This design comes from an exercise in tuning for small area on the open sky130 flow, not from production work. Function was checked by simulation only, so behaviour that the tests miss may differ from the original. Power is estimated from default activity; no workload was simulated.

==> flow/design.v <==
package mips16_pkg;
    localparam logic [2:0] OP_RTYPE   = 3'b000;
    localparam logic [2:0] OP_ADDI    = 3'b001;
    localparam logic [2:0] F3_ADD  = 3'd1;
    localparam logic [2:0] F3_SUB  = 3'd2;
    localparam logic [2:0] F3_AND  = 3'd3;
    localparam logic [2:0] F3_OR   = 3'd4;
    localparam logic [2:0] F3_SLT  = 3'd5;
    localparam logic [2:0] F3_SLL1 = 3'd6;
    localparam logic [2:0] F3_SRL1 = 3'd7;
    function automatic logic [13:0] encode(input logic [15:0] w);
        logic is_addi;
        logic is_r;
        is_addi = (w[15:13] == OP_ADDI);
        is_r    = (w[15:13] == OP_RTYPE) && !w[3];
        encode  = {is_addi, w[12:3], w[2:0] & {3{is_addi | is_r}}};
    endfunction
endpackage
module mips16_regfile (
    input  logic        clk,
    input  logic        reset,
    input  logic [2:0]  raddr_a,
    input  logic [2:0]  raddr_b,
    output logic [15:0] rdata_a,
    output logic [15:0] rdata_b,
    input  logic        we,
    input  logic [2:0]  waddr,
    input  logic [15:0] wdata
);
    logic [7:1][15:0] regs;
    logic [7:1]       valid;
    logic [7:1]       wsel;
    for (genvar i = 1; i < 8; i++) begin : g_wsel
        assign wsel[i] = (waddr == 3'(i));
    end
    always_ff @(posedge clk or negedge reset) begin
        if (!reset) begin
            valid <= '0;
        end else if (we) begin
            valid <= valid | wsel;
        end
    end
    for (genvar i = 1; i < 8; i++) begin : g_reg
        always_ff @(posedge clk) begin
            if (we && wsel[i]) regs[i] <= wdata;
        end
    end
    mips16_rdport u_rd_a (.raddr(raddr_a), .regs(regs), .valid(valid), .wsel(wsel),
                          .wdata(wdata), .rdata(rdata_a));
    mips16_rdport u_rd_b (.raddr(raddr_b), .regs(regs), .valid(valid), .wsel(wsel),
                          .wdata(wdata), .rdata(rdata_b));
endmodule
module mips16_rdport (
    input  logic [2:0]        raddr,
    input  logic [7:1][15:0]  regs,
    input  logic [7:1]        valid,
    input  logic [7:1]        wsel,
    input  logic [15:0]       wdata,
    output logic [15:0]       rdata
);
    logic [7:0] sel;    
    for (genvar i = 1; i < 8; i++) begin : g_sel
        assign sel[i] = (raddr == 3'(i)) && valid[i] && !wsel[i];
    end
    assign sel[0] = (raddr != 3'd0) && (|((wsel) & {
        raddr == 3'd7, raddr == 3'd6, raddr == 3'd5, raddr == 3'd4,
        raddr == 3'd3, raddr == 3'd2, raddr == 3'd1}));
    for (genvar b = 0; b < 16; b++) begin : g_bit
        logic [2:0] n;
        mips16_aoi3 u_a (.s(sel[2:0]), .d({regs[2][b], regs[1][b], wdata[b]}), .y(n[0]));
        mips16_aoi3 u_b (.s(sel[5:3]), .d({regs[5][b], regs[4][b], regs[3][b]}), .y(n[1]));
        mips16_aoi3 u_c (.s({1'b0, sel[7:6]}), .d({1'b0, regs[7][b], regs[6][b]}), .y(n[2]));
        assign rdata[b] = ~&n;
    end
endmodule
module mips16_core (
    input  logic        clk,
    input  logic        reset,
    input  logic [15:0] din,
    input  logic        wen,
    input  logic        pc_reset,
    input  logic        rd_en,
    output logic [15:0] dout
);
    logic [255:0][13:0] imem;
    logic [7:0]   pc;
    logic [7:0]   ptr;
    logic         ifid_ok;
    logic [13:0]  ifid_p0;
    logic [13:0]  ifid_p1;
    logic [13:0]  ifid_w;
    logic [2:0]   idex_dest, exmem_dest, memwb_dest;
    logic [15:0]  exmem_data, memwb_data;
    logic [15:0]  idex_a, idex_b;
    logic [2:0]   idex_op;
    logic         advance;
    logic         wb_we;
    logic [13:0]  wr_word;
    logic [255:0] rsel;
    logic [13:0]  rword0;
    logic [13:0]  rword1;
    logic         fetch_ok;
    assign advance = rd_en && !wen;
    assign wb_we   = advance && !pc_reset && (memwb_dest != 3'd0);
    assign wr_word = mips16_pkg::encode(din);
    for (genvar i = 0; i < 256; i++) begin : g_imem
        always_ff @(posedge clk) begin
            if (wen && ptr == 8'(i)) imem[i] <= wr_word;
        end
    end
    logic [15:0] pc_hi_1c;
    logic [15:0] pc_lo_1c_a;    
    logic [15:0] pc_lo_1c_b;    
    logic [15:0] pc_lo_1c;
    logic [15:0] pc_lo_nx;
    logic [7:0]  pc_inc;
    assign pc_lo_1c = pc_lo_1c_a & pc_lo_1c_b;
    assign pc_lo_nx = {pc_lo_1c[14:0], pc_lo_1c[15]};
    assign pc_inc   = pc + 8'd1;
    always_comb begin
        for (int i = 0; i < 256; i++) rsel[i] = !(pc_hi_1c[i / 16] || (i < 128 ? pc_lo_1c_a[i % 16] : pc_lo_1c_b[i % 16]));
    end
    logic [85:0][13:0] grp_n;
    for (genvar g = 0; g < 85; g++) begin : g_rgrp
        for (genvar b = 0; b < 14; b++) begin : g_bit
            mips16_aoi3 u_aoi (
                .s ({rsel[3*g+2], rsel[3*g+1], rsel[3*g]}),
                .d ({imem[3*g+2][b], imem[3*g+1][b], imem[3*g][b]}),
                .y (grp_n[g][b])
            );
        end
    end
    assign grp_n[85] = ~(imem[255] & {14{rsel[255]}});
    always_comb begin
        rword0 = '0;
        rword1 = '0;
        for (int g = 0; g < 43; g++) rword0 = rword0 | ~grp_n[g];
        for (int g = 43; g < 86; g++) rword1 = rword1 | ~grp_n[g];
    end
    assign fetch_ok = (pc < ptr);
    logic [2:0]  rs, rt, rd, f3;
    logic        is_addi;
    logic [15:0] ra, rb, op_b, sum, alu_res;
    logic [2:0]  op;
    logic [2:0]  dest;
    logic        sub;
    assign ifid_w  = ifid_p0 | ifid_p1;
    assign is_addi = ifid_ok && ifid_w[13];
    assign rs      = ifid_w[12:10];
    assign rt      = ifid_w[9:7];
    assign rd      = ifid_w[6:4];
    assign f3      = ifid_ok ? ifid_w[2:0] : 3'd0;
    mips16_regfile u_regfile (
        .clk     (clk),
        .reset   (reset),
        .raddr_a (rs),
        .raddr_b (rt),
        .rdata_a (ra),
        .rdata_b (rb),
        .we      (wb_we),
        .waddr   (memwb_dest),
        .wdata   (memwb_data)
    );
    always_comb begin
        if (is_addi)              dest = rt;
        else if (f3 != 3'd0)      dest = rd;
        else                      dest = 3'd0;
    end
    assign op_b = is_addi ? {{9{ifid_w[6]}}, ifid_w[6:0]} : rb;
    assign op   = is_addi ? mips16_pkg::F3_ADD : f3;
    assign sub  = (idex_op == mips16_pkg::F3_SUB || idex_op == mips16_pkg::F3_SLT);
    assign sum  = idex_a + (sub ? ~idex_b : idex_b) + {15'd0, sub};
    always_comb begin
        case (idex_op)
            mips16_pkg::F3_AND:  alu_res = idex_a & idex_b;
            mips16_pkg::F3_OR:   alu_res = idex_a | idex_b;
            mips16_pkg::F3_SLT:  alu_res = {15'd0, (idex_a[15] ^ idex_b[15]) ? idex_a[15] : sum[15]};
            mips16_pkg::F3_SLL1: alu_res = {idex_b[14:0], 1'b0};
            mips16_pkg::F3_SRL1: alu_res = {1'b0, idex_b[15:1]};
            default:             alu_res = sum;
        endcase
    end
    always_ff @(posedge clk or negedge reset) begin
        if (!reset) begin
            pc         <= '0;
            pc_hi_1c   <= ~16'd1;
            pc_lo_1c_a <= ~16'd1;
            pc_lo_1c_b <= '1;
            ptr        <= '0;
            ifid_ok    <= 1'b0;
            idex_dest  <= '0;
            exmem_dest <= '0;
            memwb_dest <= '0;
            dout       <= '0;
        end else begin
            if (wen) begin
                ptr <= ptr + 8'd1;
            end
            if (pc_reset) begin
                pc         <= '0;
                pc_hi_1c   <= ~16'd1;
                pc_lo_1c_a <= ~16'd1;
                pc_lo_1c_b <= '1;
                ifid_ok    <= 1'b0;
                idex_dest  <= '0;
                exmem_dest <= '0;
                memwb_dest <= '0;
            end else if (advance) begin
                pc         <= pc_inc;
                pc_lo_1c_a <= pc_lo_nx | {16{pc_inc[7]}};
                pc_lo_1c_b <= pc_lo_nx | {16{!pc_inc[7]}};
                if (!pc_lo_1c[15]) pc_hi_1c <= {pc_hi_1c[14:0], pc_hi_1c[15]};
                ifid_ok    <= fetch_ok;
                idex_dest  <= dest;
                exmem_dest <= idex_dest;
                memwb_dest <= exmem_dest;
            end
            if (wb_we) begin
                dout <= memwb_data;
            end
        end
    end
    always_ff @(posedge clk) begin
        if (advance) begin
            ifid_p0    <= rword0;
            ifid_p1    <= rword1;
            idex_a     <= ra;
            idex_b     <= op_b;
            idex_op    <= op;
            exmem_data <= alu_res;
            memwb_data <= exmem_data;
        end
    end
endmodule
module mips16_aoi3 (
    input  logic [2:0] s,
    input  logic [2:0] d,
    output logic       y
);
    assign y = ~|(s & d);
endmodule
export LEC_CHECK = 0
export CAP_MARGIN = 20
export CORE_MARGIN = 2
export CORE_UTILIZATION = 50
export CTS_CLUSTER_DIAMETER = 100
export CTS_CLUSTER_SIZE = 25
export GPL_TIMING_DRIVEN = 0
export SETUP_SLACK_MARGIN = 0.35
export SLEW_MARGIN = 20
export SYNTH_HIERARCHICAL = 1
export SYNTH_MEMORY_MAX_BITS = 8192
create_clock -name core_clock -period 5.0 [get_ports {clk}]
run.sh (not shown) runs the stock make flow with config.mk's settings and CLKGATE_MAP_FILE= SYNTH_SCRIPT=/design/flow/synth_recipe.tcl, a recipe that flattens the netlist after the stock synthesis.
Then changed:
--- a/flow/design.v
+++ b/flow/design.v
@@ -107,20 +107,13 @@
         always_ff @(posedge clk) begin
             if (wen && ptr == 8'(i)) imem[i] <= wr_word;
         end
     end
     logic [15:0] pc_hi_1c;
-    logic [15:0] pc_lo_1c_a;    
-    logic [15:0] pc_lo_1c_b;    
     logic [15:0] pc_lo_1c;
-    logic [15:0] pc_lo_nx;
-    logic [7:0]  pc_inc;
-    assign pc_lo_1c = pc_lo_1c_a & pc_lo_1c_b;
-    assign pc_lo_nx = {pc_lo_1c[14:0], pc_lo_1c[15]};
-    assign pc_inc   = pc + 8'd1;
-    always_comb begin
-        for (int i = 0; i < 256; i++) rsel[i] = !(pc_hi_1c[i / 16] || (i < 128 ? pc_lo_1c_a[i % 16] : pc_lo_1c_b[i % 16]));
+    always_comb begin
+        for (int i = 0; i < 256; i++) rsel[i] = !(pc_hi_1c[i / 16] || pc_lo_1c[i % 16]);
     end
     logic [85:0][13:0] grp_n;
     for (genvar g = 0; g < 85; g++) begin : g_rgrp
         for (genvar b = 0; b < 14; b++) begin : g_bit
             mips16_aoi3 u_aoi (
@@ -182,12 +175,11 @@
     end
     always_ff @(posedge clk or negedge reset) begin
         if (!reset) begin
             pc         <= '0;
             pc_hi_1c   <= ~16'd1;
-            pc_lo_1c_a <= ~16'd1;
-            pc_lo_1c_b <= '1;
+            pc_lo_1c   <= ~16'd1;
             ptr        <= '0;
             ifid_ok    <= 1'b0;
             idex_dest  <= '0;
             exmem_dest <= '0;
             memwb_dest <= '0;
@@ -197,20 +189,18 @@
                 ptr <= ptr + 8'd1;
             end
             if (pc_reset) begin
                 pc         <= '0;
                 pc_hi_1c   <= ~16'd1;
-                pc_lo_1c_a <= ~16'd1;
-                pc_lo_1c_b <= '1;
+                pc_lo_1c   <= ~16'd1;
                 ifid_ok    <= 1'b0;
                 idex_dest  <= '0;
                 exmem_dest <= '0;
                 memwb_dest <= '0;
             end else if (advance) begin
-                pc         <= pc_inc;
-                pc_lo_1c_a <= pc_lo_nx | {16{pc_inc[7]}};
-                pc_lo_1c_b <= pc_lo_nx | {16{!pc_inc[7]}};
+                pc         <= pc + 8'd1;
+                pc_lo_1c   <= {pc_lo_1c[14:0], pc_lo_1c[15]};
                 if (!pc_lo_1c[15]) pc_hi_1c <= {pc_hi_1c[14:0], pc_hi_1c[15]};
                 ifid_ok    <= fetch_ok;
                 idex_dest  <= dest;
                 exmem_dest <= idex_dest;
                 memwb_dest <= exmem_dest;
What happened:
- The changed run produced a clean layout
- clock power barely changes
- die area came out lower slightly
- routed wire length stays flat
- synthesized cell count came out lower slightly
- clock skew came out lower by 0.015 ns
- via count stays flat
- critical path depth came out higher by 1
- count of clock-buffer cells in the layout came out higher by 1

## port drivers added, routing unchanged
The flow's constraints put no driver on any port. The routed layouts listed below were extracted and timed again, unchanged, in two steps. Step 1: set_driving_cell puts a clkbuf_16 on clk and a buf_2 on each other input, an assumption about the parent block. Step 2 times the ports against the registers' clock, not the clock port: input delays grow and output delays shrink by t, the midpoint of the rising clock arrivals with the driver on. a / b / c = ideal ports / drivers / drivers and shift; a / b = the first two.
| run | shift t [ns] | setup WS [ns] | hold WS [ns] | worst setup path at the end |
|---|---|---|---|---|
| the first run | 0.984 | 0.358 / 0.358 / -0.361 | 0.429 / 0.429 / 0.429 | input to register |
| the second run | 0.977 | 0.125 / 0.125 / -0.496 | 0.427 / 0.427 / 0.427 | input to register |
Met with ideal ports but missed after step 2: setup timing in the first run and the second run. For the first run, which loses most, drivers alone change the setup slack by 0.000 ns; drivers and shift together by -0.719 ns.
